This is an optimization exercise on Yosys and OpenROAD, whose aim is small area, a short achievable clock period and few clock cycles per item, not a production implementation. Function was checked by simulation only, so behaviour that the tests miss may differ from the original.

**design/flow/config.mk**
```make
export PLATFORM = sky130hd
export DESIGN_NAME = pipelined_array_mult
export DESIGN_NICKNAME = pipelined_array_mult
export VERILOG_FILES = /design/flow/design.v
export SDC_FILE = /design/flow/constraint.sdc
export NUM_CORES = 8
export LEC_CHECK = 0
export CAP_MARGIN = 20
export CORE_MARGIN = 2
export CORE_UTILIZATION = 40
export SLEW_MARGIN = 20
```
**design/flow/constraint.sdc**
```tcl
create_clock -name core_clock -period 13.0 [get_ports {clk}]
set_input_delay 2.6000 -clock core_clock [delete_from_list [all_inputs] [get_ports {clk}]]
set_output_delay 2.6000 -clock core_clock [all_outputs]
set_load 0.01 [all_outputs]
```
**design/flow/design.v**
```verilog
module pipelined_array_mult #(
  parameter int WIDTH  = 64,
  parameter int STAGES = 4,
  parameter int TAG_W  = 4
) (
  input  logic               clk,
  input  logic               rst,
  input  logic               in_valid,
  output logic               in_ready,
  input  logic               in_signed,
  input  logic [WIDTH-1:0]   A,
  input  logic [WIDTH-1:0]   B,
  input  logic [TAG_W-1:0]   in_tag,
  output logic               out_valid,
  input  logic               out_ready,
  output logic [2*WIDTH-1:0] out,
  output logic               out_signed,
  output logic [TAG_W-1:0]   out_tag
);
  localparam int PW  = 2 * WIDTH;
  localparam int RPS = (WIDTH + STAGES - 1) / STAGES;
  localparam logic [PW-1:0] BW_CONST = (PW'(1) << WIDTH) | (PW'(1) << (PW - 1));
  logic [STAGES-1:0] r_valid;
  logic [STAGES-1:0] r_signed;
  logic [PW-1:0]     r_sum   [STAGES];
  logic [PW-1:0]     r_carry [STAGES];
  logic [WIDTH-1:0]  r_a     [STAGES];
  logic [WIDTH-1:0]  r_b     [STAGES];
  logic [TAG_W-1:0]  r_tag   [STAGES];
  logic [STAGES-1:0] w_load;
  logic [STAGES-1:0] w_upValid;
  logic [STAGES-1:0] w_upSigned;
  logic [PW-1:0]     w_upSum     [STAGES];
  logic [PW-1:0]     w_upCarry   [STAGES];
  logic [PW-1:0]     w_nextSum   [STAGES];
  logic [PW-1:0]     w_nextCarry [STAGES];
  logic [WIDTH-1:0]  w_upA       [STAGES];
  logic [WIDTH-1:0]  w_upB       [STAGES];
  logic [TAG_W-1:0]  w_upTag     [STAGES];
  always_comb begin
    w_load = '0;
    w_load[STAGES-1] = !r_valid[STAGES-1] || out_ready;
    for (int k = STAGES - 2; k >= 0; k--) begin
      w_load[k] = !r_valid[k] || w_load[k+1];
    end
  end
  assign in_ready = w_load[0];
  always_comb begin
    w_upValid[0]  = in_valid;
    w_upSigned[0] = in_signed;
    w_upSum[0]    = in_signed ? BW_CONST : '0;
    w_upCarry[0]  = '0;
    w_upA[0]      = A;
    w_upB[0]      = B;
    w_upTag[0]    = in_tag;
    for (int k = 1; k < STAGES; k++) begin
      w_upValid[k]  = r_valid[k-1];
      w_upSigned[k] = r_signed[k-1];
      w_upSum[k]    = r_sum[k-1];
      w_upCarry[k]  = r_carry[k-1];
      w_upA[k]      = r_a[k-1];
      w_upB[k]      = r_b[k-1];
      w_upTag[k]    = r_tag[k-1];
    end
  end
  always_comb begin
    logic [PW-1:0] s;
    logic [PW-1:0] c;
    logic [PW-1:0] ns;
    logic [PW-1:0] pp;
    logic          bitVal;
    int            row;
    s      = '0;
    c      = '0;
    ns     = '0;
    pp     = '0;
    bitVal = 1'b0;
    row    = 0;
    for (int k = 0; k < STAGES; k++) begin
      s = w_upSum[k];
      c = w_upCarry[k];
      for (int r = 0; r < RPS; r++) begin
        row = k * RPS + r;
        pp  = '0;
        if (row < WIDTH) begin
          for (int j = 0; j < WIDTH; j++) begin
            bitVal = w_upA[k][j] & w_upB[k][row];
            if (w_upSigned[k] && ((row == WIDTH - 1) != (j == WIDTH - 1))) begin
              bitVal = ~bitVal;
            end
            pp[row+j] = bitVal;
          end
          ns = s ^ c ^ pp;
          c  = ((s & c) | (s & pp) | (c & pp)) << 1;
          s  = ns;
        end
      end
      if (k == STAGES - 1) begin
        s = s + c;
        c = '0;
      end
      w_nextSum[k]   = s;
      w_nextCarry[k] = c;
    end
  end
  always_ff @(posedge clk or posedge rst) begin
    if (rst) begin
      r_valid  <= '0;
      r_signed <= '0;
      for (int k = 0; k < STAGES; k++) begin
        r_sum[k]   <= '0;
        r_carry[k] <= '0;
        r_a[k]     <= '0;
        r_b[k]     <= '0;
        r_tag[k]   <= '0;
      end
    end else begin
      for (int k = 0; k < STAGES; k++) begin
        if (w_load[k]) begin
          r_valid[k] <= w_upValid[k];
          if (w_upValid[k]) begin
            r_signed[k] <= w_upSigned[k];
            r_sum[k]    <= w_nextSum[k];
            r_carry[k]  <= w_nextCarry[k];
            r_a[k]      <= w_upA[k];
            r_b[k]      <= w_upB[k];
            r_tag[k]    <= w_upTag[k];
          end
        end
      end
    end
  end
  assign out_valid  = r_valid[STAGES-1];
  assign out        = r_sum[STAGES-1];
  assign out_signed = r_signed[STAGES-1];
  assign out_tag    = r_tag[STAGES-1];
endmodule
```
**design/flow/run.sh**
```bash
#!/bin/bash
# synth_recipe.tcl (not shown) runs the flow's synth.tcl, then flattens the netlist and writes it again
# the make line also repeats each setting of config.mk as NAME=value (left out here)
make -C /OpenROAD-flow-scripts/flow DESIGN_CONFIG=/design/flow/config.mk WORK_HOME=/design/flow/orfs CLKGATE_MAP_FILE= SYNTH_SCRIPT=/design/flow/synth_recipe.tcl finish
```
==> run summary <==
## through the flow
step | hold WS, ns | setup slack [ns] | std cells
floorplan | 0.433 | -2.22 | 13100
global placement | 0.450 | 0.753 | 17300
detailed placement | 0.452 | 0.711 | 17300
CTS | 0.467 | 0.643 | 17500
global route | 0.487 | 0.201 | 17500
finish | 0.456 | 0.713 | 17500
## cells by family (layout without fill, tap and decap cells)
| logic type | count (synthesis) | count (layout) | share of synthesized area, % |
|---|---|---|---|
| AOI/OAI and AO/OA | 329 | 329 | 1.42 |
| muxes | 742 | 742 | 5.80 |
| other | 0 | 3 | 0 |
| xor gates and xnor gates | 186 | 186 | 1.13 |
| buffers and inverters | 2251 | 1872 | 5.88 |
| and+or+nand+nor | 4563 | 4563 | 13.9 |
| DFF | 917 | 917 | 15.9 |
| adders and majority gates | 4096 | 4096 | 56.0 |
## cell type report
class,instances,area (um2),share of cell area [%]
clock buffers,148,3030,1.97
well taps,4773,5970,3.88
repair buffers,401,3800,2.47
multi-input cells,9916,113000,73.2
diodes,3,7.51,0.00488
flip-flops and latches,917,23000,15.0
inverters,1271,4770,3.11
clock inverters,52,592,0.385
## worst register-to-register path, delay by kind of cell, from the launching register on
family / cells / cell delay [ns]
and+or+nand+nor: 3 / 0.49
adders and majority gates: 18 / 8.73
AOI/OAI and AO/OA: 7 / 1.89
xor gates and xnor gates: 1 / 0.13
buffers and inverters: 4 / 0.37
DFF: 1 / 0.45
## layout by cell type, fill, tap and decap left out, drive strengths merged, types with 4 or more instances in the layout
master	synthesis	layout
nor3	7	7
a221oi	4	4
clkinv	0	25
xnor2	140	140
and2	1050	1050
dfrtp	917	917
bufinv	0	7
fa	3907	3907
and4	4	4
o21ai	155	155
inv	1271	1278
o211ai	4	4
a31oi	7	7
nand3	16	16
o31ai	7	7
a21oi	75	75
buf	42	143
a211oi	4	4
clkinvlp	0	13
a21o	28	28
o21bai	10	10
and3	4	4
nand2b	10	10
nor2b	10	10
ha	189	189
nand4	21	21
xor2	46	46
nor2	33	33
o21a	8	8
clkdlybuf4s50	0	258
mux2	741	741
clkbuf	938	148
nand2	3398	3398
## worst max path at each step
| stage | startpoint | endpoint | cells after the start |
|---|---|---|---|
| final | r_b[2][48] | r_sum[3][102] | 33 |
| after global routing | r_b[2][48] | r_sum[3][102] | 33 |
| after CTS | r_b[2][48] | r_sum[3][102] | 33 |
| after detailed placement | r_b[2][48] | r_sum[3][123] | 33 |
| after global placement | r_b[2][48] | r_sum[3][102] | 33 |
| after floorplan | rst | r_a[0][0] | 1 |
## state kept, by name, indices dropped and copies added, names as in the netlist
register  count
r_carry     192
r_b          96
r_signed      2
r_sum       415
r_valid       4
r_tag        16
r_a         192
## Yosys cell counts, types with 5 or more instances
master	number
o21bai_1	10
o21a_1	8
a21o_1	28
a21oi_2	5
nand4_1	21
a31oi_1	7
o31ai_1	5
nor2b_1	10
inv_1	1271
ha_1	189
nand2b_1	10
dfrtp_1	917
xnor2_1	140
buf_1	31
nand3_1	16
nor2_1	33
mux2_2	741
fa_1	3907
a21oi_1	70
and2_1	1050
nor3_1	7
nand2_1	3397
xor2_1	46
clkbuf_1	938
o21ai_1	11
buf_2	10
o21ai_0	143
## routing by layer
| metal | global-route usage, % | vias up | routed length, um |
|---|---|---|---|
| met5 | 0 | - | 37 |
| met2 | 28.9 | 727 | 141000 |
| met3 | 1.48 | 216 | 6490 |
| met1 | 23.7 | 45600 | 142000 |
| met4 | 2.27 | 6 | 3770 |
| li1 | - | 37800 | - |
==> results.py <==
metrics = {
    "critical_path": {
        "r2r_end": "r_sum[3][102]",
        "cp-start-kind": "register",
        "cp_slowest_cell": "a2111oi_2",
        "crit_family": "adder cells",
        "cp-end-kind": "register",
        "path_buf_inv": 4,
        "crit_path_frequent_cell": "fa_1",
        "cp.arrival_ns": 12.84,
        "critPathKind": "reg -> reg",
        "rr_worst_depth": 33,
        "critPathMaxStageDelay_ns": 0.57,
        "r2r_setup_slack_ns": 0.71,
        "required_ns": 13.55,
        "crit_fanout": 16,
        "worstReg2RegStart": "r_b[2][48]",
    },
    "synth": {
        "synth_top_cells_by_area": "fa_1 (54%), dfrtp_1 (16%), nand2_1 (8.9%), mux2_2 (5.8%), and2_1 (4.6%)",
        "syn_avg_cell_area_um2": 11.0,
        "synth_cells": 13100,
        "ys_types": 69,
        "yosysTopAreaCellShare_pct": 54.3,
        "yosys.area.top_type": "fa_1",
        "synthArstFlopShare_pct": 100,
        "mappedNetlistArea_um2": 144000,
        "synthFlopType": "dfrtp_1",
        "yosysWarnings": 13,
        "synth_edf_count": 0,
        "syn_nets": 17300,
        "ys_seq_area_share_pct": 15.9,
        "synth-seq-cells": 917,
    },
    "route": {
        "drc": 0,
        "viasPerCell": 4.82,
        "wire_per_inst_um": 16.8,
        "first_iter_violations": 3350,
        "antenna_left": 0,
        "vias": 84300,
        "drt_pass1_iterations": 5,
        "wirelength_um": 293000,
    },
    "clock_tree": {
        "cts_root_buffer": "clkbuf_16",
        "cts_tree": "yes",
        "clk_latency_ns": 0.77,
        "cts_hold_buf": 0,
        "cts_buffers": 106,
        "post_cts_buffers": 0,
        "clockBufferDepth": 3,
        "clk_pin_slew_ns": 0.06,
        "cts.sinks": 917,
        "ctsResizeCount": 0,
        "cts-htree-levels": 3,
    },
    "worst_hold_path": {
        "holdCritStartpoint": "r_sum[2][30]",
        "hold_path_depth": 2,
        "hold_end": "r_sum[3][30]",
        "holdCritPathClass": "reg -> reg",
    },
    "global_route": {
        "grt_antenna_before_repair": 6,
        "overflow": 0,
        "grt_max_degree": 152,
        "grt_pass1_wl_um": 507000,
        "track_usage_pct": 16.8,
        "grt_pass1_vias": 97900,
    },
    "timing": {
        "fin_crit_ns": 12.29,
        "fmax_ghz": 0.0814,
        "setup_viol": 0,
        "fin_tns_setup_ns": 0,
        "fin_crit_sh_pct": 94.5,
        "slew_violations": 0,
        "rsz0062_at_grt": "false",
        "hold_viol_final": 0,
        "skew_ns": 0.0724,
        "worst_slew_pin_slew_ns": 1.11,
        "slew_headroom_pct": 25.9,
    },
    "layout": {
        "fin_util_pct": 42.9,
        "final_nets": 16800,
        "finalInstanceArea_um2": 154000,
        "nFillCells": 34500,
        "syn2layout_area_growth_pct": 6.80,
        "drive_gt1_share_pct": 8.95,
    },
    "die": {
        "io_pins": 272,
        "start_util_pct": 40.1,
        "die_area_um2": 365000,
        "fp.dieW_um": 604,
        "die_y_um": 604,
        "coreArea_um2": 359000,
        "rows": 220,
    },
    "flow_run": {
        "maxCapViolations": 0,
    },
    "place": {
        "place.gp.congestion": 0.818,
        "post_dp_cell_area_um2": 150000,
        "place_hpwl_um": 250000,
        "portBuffers": 271,
    },
    "outcome": {
        "status": "complete, no violations",
    },
}
Testbench counts, summed over its fixed seeds: cycles 1,040, items 1,024.

## what the ideal ports hide
No port has a modelled driver above. Below, the same layout with a new extraction and two added sets of constraints. Step 1 assumes that a clkbuf_16 drives the clock port and a buf_2 every other input. Step 2 times the ports against the registers' clock, not the clock port: input delays grow and output delays shrink by t, the midpoint of the rising clock arrivals with the driver on. Three values: ideal, step 1, step 2; two values: the first two.
t (ns): 0.837
setup WS [ns]: 0.713 / 0.713 / 0.713
hold WS [ns]: 0.456 / 0.456 / 0.456
After both steps this run still meets setup and hold. For this run, drivers alone change the setup slack by 0.000 ns; drivers and shift together by 0.000 ns.
